This design comes from an exercise in tuning for small area, a short achievable clock period and few clock cycles per item on the open sky130 flow, not from production work. No run shown here included a check of the RTL's function; only the layout flow was run.

## flow/design.v (module list and top-level ports; edited modules follow where they fit)
// module barometer_pressure_compensation_unit: 1273 lines
module barometer_pressure_compensation_unit (
    input  wire logic        clk,
    input  wire logic        rst_n,
    input  wire logic        s_tvalid,
    output logic             s_tready,
    input  wire logic [23:0] s_tdata,
    output logic             m_tvalid,
    input  wire logic        m_tready,
    output logic [23:0]      m_tdata,
    output logic [0:0]       m_tuser,
    input  wire logic        cfg_we,
    input  wire logic [bpc_pkg::CFG_ADDR_BITS-1:0] cfg_addr,
    input  wire logic [bpc_pkg::COEF_BITS-1:0]     cfg_wdata
);
  // ...
==> flow/run.sh <==
#!/bin/bash
# synth_recipe.tcl (not shown) runs the flow's synth.tcl, then flattens the netlist and writes it again
# the make line also repeats each setting of config.mk as NAME=value (left out here)
make -C /OpenROAD-flow-scripts/flow DESIGN_CONFIG=/design/flow/config.mk WORK_HOME=/design/flow/orfs CLKGATE_MAP_FILE= SYNTH_SCRIPT=/design/flow/synth_recipe.tcl finish
==> flow/config.mk <==
export PLATFORM = sky130hd
export DESIGN_NAME = barometer_pressure_compensation_unit
export DESIGN_NICKNAME = barometer_pressure_compensation_unit
export VERILOG_FILES = /design/flow/design.v
export SDC_FILE = /design/flow/constraint.sdc
export NUM_CORES = 4
export LEC_CHECK = 0
export ABC_AREA = 1
export CAP_MARGIN = 20
export CORE_MARGIN = 2
export CORE_UTILIZATION = 40
export SETUP_SLACK_MARGIN = 3.0
export SLEW_MARGIN = 20
==> flow/constraint.sdc <==
create_clock -name core_clock -period 7.5 [get_ports {clk}]
set_input_delay 1.5000 -clock core_clock [delete_from_list [all_inputs] [get_ports {clk}]]
set_output_delay 1.5000 -clock core_clock [all_outputs]
set_load 0.01 [all_outputs]
==> impl_metrics.ini, run 1 <==
[synth]
ys_seq_area_share_pct = 29.39
synth_cells = 3461
post-synth-top-count-cell = inv_1
syn_avg_cell_area_sq_um = 8.994
synth-edff-count = 298

[final_layout]
seq_share_pct = 23.16
fill_cells = 6974
nets = 4467
clock_buffers = 42
multi_input_area_share_pct = 51.49
final_common_cell = inv_1
final_cell_mix = inv_1, nand2_1, edfxtp_1
drive_gt1_share_pct = 25.50
multi_input_gates = 2147
num_antenna_cells = 0

[grt]
grt_usage_pct = 22.19
use_met3_pct = 2.327

[detailed_routing]
wl_met2_microns = 44650
drtIter0Drc = 1765

[sta]
skew_ns = 0.04222
setup_viol = 0

[floorplan]
dieArea_sq_um = 80070
coreArea_sq_um = 77210
die_w_microns = 283.0

[placement]
pre_cts_ws_ns = 1.863
hpwl_microns = 64610

[setup_path]
critical_path.max_stage_delay_ns = 0.51
cp_cell_sequence = ha_2 -> fa_1 -> nand2_1 -> o211ai_1 -> nand2_1 -> fa_2 -> o31ai_4 -> nand3_2 -> nor3_4 -> buf_6 -> buf_4 -> xor2_1 -> o21ai_1 -> inv_1 -> buf_2
cpMostUsedCell = nand2_1
path_depth = 15

[clock_network]
cts_buffer_depth = 3
cts-resized-gates = 457
cts_buffers = 36

[status]
outcome = complete, no violations

[hold_path]
hp-class = reg2reg
==> run 2: changes to the inputs <==
--- a/flow/config.mk
+++ b/flow/config.mk
@@ -11,3 +11,3 @@
 export CORE_UTILIZATION = 40
-export SETUP_SLACK_MARGIN = 3.0
+export SETUP_SLACK_MARGIN = 2.5
 export SLEW_MARGIN = 20
==> run 2 against run 1 <==
Effect of this change:
- sequential cell count stayed put
- setup slack improved by 0.19 ns
==> impl_metrics.ini, run 2 <==
[clock_network]
clk_latency_ns = 0.57
root_buffer = clkbuf_16
cts_tree = built
cts_buffers = 38
cts.sinks = 306
cts_buffer_depth = 3
cts.htree.levels = 2
clk_pin_slew_ns = 0.06

[placement]
dp.cells = 4502
port_buffers = 69
hpwl_microns = 64620
pre_cts_ws_ns = 1.782
place.gp.congestion = 0.9591

[setup_path]
worst-path-buf-inv = 4
rr_startpoint = p2_reg[1]
path_class = reg2out
rrSetupSlack_ns = 2.56
worstPathArrival_ns = 3.46
cp_slowest_cell = fa_1
crit_required_ns = 6.00
ff2ff_path_depth = 18
cp_top_family = adder cells
cp_cell_sequence = ha_2 -> fa_1 -> nand2_1 -> o211ai_1 -> nand2_1 -> fa_2 -> o31ai_4 -> nand3_2 -> nor3_4 -> buf_6 -> inv_1 -> nor3_2 -> o31ai_2 -> inv_1 -> buf_2
start_kind = register
crit_path_end_kind = output pin
critPathMaxFanout = 3
critical_path.max_stage_delay_ns = 0.48
rr_endpoint = c3_reg

[synth]
synth_cells = 3461
synth_top_area_share_pct = 28.75
synthSimpleGateAreaFrac_pct = 12.06
synthTopCellsByCount = inv_1, nand2_1, fa_1
synthFlopType = edfxtp_1
ys_seq_area_share_pct = 29.39
synth_nets = 4111
async_flop_share_pct = 2.614
ys_types = 58
synth_area_leaders = edfxtp_1, fa_1, inv_1
yosysTopAreaCell = edfxtp_1
synth_seq_cells = 306
synth_area_sq_um = 31130
synth_compound_area_share_pct = 10.03
synth-xor-area-share_pct = 2.476
syn_avg_cell_area_sq_um = 8.994
muxShareOfSynthArea_pct = 0
synth_top_family_by_area = adder cells
synth_adder_area_share_pct = 33.86
post-synth-top-count-cell = inv_1
yosysWarnings = 1
synth-edff-count = 298

[final_layout]
final_cell_mix = inv_1, nand2_1, fa_1
final_common_cell = inv_1
instances_no_fill = 4663
syn2layout_area_growth_pct = 14.80
fill_cells = 7374
num_antenna_cells = 0
drive_gt1_share_pct = 10.57
nets = 4246

[sta]
finalCriticalPeriod_ns = 4.964
setup_viol = 0
finalCritPeriodShare_pct = 66.19
fin_ws_ns = 2.536
rsz0062_at_grt = yes
slew_violations = 0
fmax_ghz = 0.2014
tightest_slew_ns = 0.8968
hold_viol = 0
slew_headroom_pct = 40.21
skew_ns = 0.01001
tns_ns = 0

[grt]
overflow = 0
antenna_found_initial = 0
first_global_vias = 23820
grt_usage_pct = 20.92
grt_max_degree = 74
grt_pass1_wl_microns = 132000

[detailed_routing]
via_per_inst = 5.017
drtPass1Iterations = 6
post_drt_wl_per_cell_microns = 17.92
antenna_left = 0
drc = 0
totalWireLength_microns = 83580
drtIter0Drc = 1653
dr_total_vias = 23400

[job]
cap_viol_max_count = 0

[floorplan]
start_util_pct = 40.32
coreArea_sq_um = 77210
dieArea_sq_um = 80070
die_w_microns = 283.0
die_y_microns = 283.0
ios = 74
num_rows = 102

[hold_path]
min_from = temp3_reg[0]
hp-class = reg2reg
min_to = temp4_reg[0]
min_path_cells = 0

[status]
outcome = complete, no violations
## run 2: changes by cell type in the layout (fill, tap and decap cells not counted), moves of 80 or more
cell | previous run | this run
inv_1 | 781 | 878
fa_1 | 262 | 356
inv_2 | 108 | 28
buf_4 | 240 | 93
fa_2 | 137 | 43
## run 2: routing by layer
| layer | up-vias | track usage, % | share of wire [%] |
|---|---|---|---|
| li1 | 11120 | - | - |
| met1 | 11250 | 26.79 | 41 |
| met2 | 821 | 36.29 | 48 |
| met3 | 209 | 2.351 | 5.8 |
| met4 | 0 | 8.098 | 4.4 |
| met5 | - | 0 | 0 |
## run 2: how the worst max path moves through the flow
stage                     cells past startpoint       from  slack, ns     endpoint
after floorplan                              12  p2_reg[5]       2.57  rb3_reg[10]
after CTS                                    14  g4_reg[0]       2.37   m_tdata[9]
final                                        15  g4_reg[0]       2.54   m_tdata[9]
after global routing                         14  g4_reg[0]       2.25  m_tdata[11]
after detailed placement                     17  ok_reg[3]       1.78   x2_reg[25]
after global placement                       21  t1_reg[8]       1.76   y2_reg[26]
## run 2: cell type report
class | count | area, sq um | share of cell area, %
Inverter | 918 | 3488 | 9.761
Clock inverter | 21 | 247.7 | 0.6932
Sequential cell | 306 | 9151 | 25.61
Multi-Input combinational cell | 2145 | 18760 | 52.48
Timing Repair Buffer | 187 | 1750 | 4.898
Clock buffer | 46 | 1042 | 2.916
Tap cell | 1040 | 1301 | 3.641
## run 2: logic make-up after synthesis
logic type / after synthesis
adders and majority gates: 603
AOI/OAI and AO/OA: 527
DFF: 306
xor gates and xnor gates: 88
and+or+nand+nor: 927
buffers and inverters: 1010
## run 2: stage by stage
step / cell area [sq um] / hold WS [ns] / utilization [%]
after floorplan: 31140 / 0.4003 / -
after global placement: 32980 / 0.4012 / 42.71
after detailed placement: 32980 / 0.4045 / 42.71
after CTS: 34940 / 0.4132 / 45.26
after global routing: 35740 / 0.4229 / 46.28
final: 35740 / 0.4177 / 46.28
## run 2: repair_timing
item | CTS | global route
hold endpoints to repair | 0 | 0
buffers inserted | 46 | 44
setup endpoints to repair | 51 | 45
gates resized for setup | 100 | 137
cloned | 2 | 2
hold buffers | 0 | 0
pin swaps | 20 | 57
==> run 3: changes to the inputs <==
--- a/flow/config.mk
+++ b/flow/config.mk
@@ -10,3 +10,3 @@
 export CORE_MARGIN = 2
-export CORE_UTILIZATION = 40
+export CORE_UTILIZATION = 60
 export SETUP_SLACK_MARGIN = 2.5
==> run 3 against run 2 <==
Effect of this change:
- still clean
- worst hold slack got worse by 0.0042 ns
- via count is 4.7% higher
==> impl_metrics.ini, run 3 <==
[status]
outcome = complete, no violations

[setup_path]
crit_path_end_kind = output pin
rrSetupSlack_ns = 2.53
critical_path.max_stage_delay_ns = 0.54
worstPathArrival_ns = 3.72
critPathMaxFanout = 3
worst-path-buf-inv = 3
cp_top_family = adder cells
cp_cell_sequence = ha_2 -> fa_2 -> nand2_2 -> o211ai_1 -> nand2_2 -> fa_2 -> o31ai_4 -> nand3_2 -> nor3_4 -> buf_6 -> a21oi_1 -> o31ai_1 -> inv_1 -> buf_2
cp_slowest_cell = fa_2
crit_required_ns = 6.00
path_class = reg2out
start_kind = register

[synth]
synth_area_leaders = edfxtp_1, fa_1, inv_1
synth_seq_cells = 306
yosysTopAreaCell = edfxtp_1
post-synth-top-count-cell = inv_1
yosysWarnings = 1
synth_top_area_share_pct = 28.75
ys_seq_area_share_pct = 29.39
ys_types = 58
async_flop_share_pct = 2.614
synth_area_sq_um = 31130
synthFlopType = edfxtp_1
synth_nets = 4111
synth-edff-count = 298
synth_cells = 3461
syn_avg_cell_area_sq_um = 8.994
synthTopCellsByCount = inv_1, nand2_1, fa_1

[sta]
slew_headroom_pct = 34.57
slew_violations = 0
tightest_slew_ns = 0.9815
finalCriticalPeriod_ns = 5.220
setup_viol = 0
skew_ns = 0.02172
fmax_ghz = 0.1916
hold_slack_ns = 0.4135
fin_ws_ns = 2.280
finalCritPeriodShare_pct = 69.59
hold_viol = 0
tns_ns = 0
rsz0062_at_grt = yes

[final_layout]
syn2layout_area_growth_pct = 14.00
nets = 4281
final_cell_mix = inv_1, nand2_1, fa_1
num_antenna_cells = 0
final_common_cell = inv_1
fill_cells = 3952
drive_gt1_share_pct = 11.84

[hold_path]
hp-class = reg2reg

[clock_network]
root_buffer = clkbuf_16
cts.htree.levels = 2
clk_pin_slew_ns = 0.06
cts_buffers = 35
postCtsHoldBufs = 0
cts_tree = built
clk_latency_ns = 0.57
cts.sinks = 306
cts_buffer_depth = 3

[floorplan]
coreArea_sq_um = 51300
die_w_microns = 231.8
dieArea_sq_um = 53720
start_util_pct = 60.68
num_rows = 83
ios = 74
die_y_microns = 231.8

[grt]
grt_pass1_wl_microns = 135400
grt_usage_pct = 32.69
antenna_found_initial = 0
overflow = 0
first_global_vias = 25670
grt_max_degree = 81

[detailed_routing]
post_drt_wl_per_cell_microns = 20.14
wl_met2_microns = 43560
drtIter0Drc = 2077
drc = 0
drtPass1Iterations = 6
via_per_inst = 5.647
m1WireLength_microns = 32920
dr_total_vias = 24500
wl_met3_microns = 5805
routed.top_layer = met4
totalWireLength_microns = 87350
antenna_left = 0

[placement]
hpwl_microns = 65940
port_buffers = 69
place.gp.congestion = 1.001
pre_cts_ws_ns = 1.709

[job]
cap_viol_max_count = 0
-- run 3: per-layer routing --
metal	vias to the layer above	global-route usage [%]
met5	-	0
met4	0	17.25
met3	327	4.371
met2	1164	57.51
met1	11800	39.12
li1	11200	-
-- run 3: final cells by class --
| cell class | count | area (sq um) | share of cell area (%) |
|---|---|---|---|
| Multi-Input combinational cell | 2145 | 18790 | 52.96 |
| Timing Repair Buffer | 225 | 2053 | 5.786 |
| Clock buffer | 41 | 919.6 | 2.591 |
| Sequential cell | 306 | 9150 | 25.78 |
| Tap cell | 680 | 850.8 | 2.398 |
| Inverter | 918 | 3491 | 9.837 |
| Clock inverter | 23 | 227.7 | 0.6417 |
-- run 3: path summary, 6_finish.rpt --
check / to / cells after the start / from
max: m_tdata[9] / 14 / g4_reg[0]
min: p2_reg[7] / 0 / p1_reg[7]
max reg2reg: c3_reg / 19 / p2_reg[1]
min reg2reg: p2_reg[7] / 0 / p1_reg[7]
max in group asynchronous: ok_reg[2] / 1 / rst_n
min in group asynchronous: ok_reg[2] / 1 / rst_n
-- run 3: cell families (layout without fill, tap and decap cells) --
group / after synthesis / in the layout / share of synthesized area [%]
adders and majority gates: 603 / 603 / 33.86
AOI/OAI and AO/OA: 527 / 527 / 10.03
buffers and inverters: 1010 / 1207 / 12.19
xor gates and xnor gates: 88 / 88 / 2.476
DFF: 306 / 306 / 29.39
and+or+nand+nor: 927 / 927 / 12.06
-- run 3: per-stage QoR --
step	instances	util (%)	area, sq um
final	4338	69.17	35490
after global routing	4338	69.17	35490
after CTS	4272	67.33	34540
after detailed placement	4142	63.40	32520
after global placement	4142	63.40	32520
after floorplan	3461	-	31140
-- run 3: repair_timing --
action,4_1_cts,5_1_grt
pin swaps,32,71
gates resized for setup,131,151
endpoints found under the setup margin,73,56
gates cloned,1,2
setup buffers,65,64

## static timing again, ports no longer ideal
In the flow no input, the clock included, has a driving cell. The finished layouts below were timed again as built, in two steps.
Step 1: set_driving_cell puts a clkbuf_16 on clk and a buf_2 on each other input, an assumption about the parent block.
Step 2 moves the port delays by t, midway between the first and last clock arrival at a register: inputs arrive t later, outputs are due t later. That takes back most of the time a late clock gives input paths.
Three values: ideal ports, drivers, drivers and shift; two values: the first two.
run	shift t [ns]	setup slack, ns	cell pins on the clock port's net
run 1	0.629	2.346 / 2.283 / 2.643	1
run 2	0.623	2.536 / 2.474 / 2.560	1
run 3	0.617	2.280 / 2.219 / 2.534	1
After both steps setup and hold are still met in every run listed.
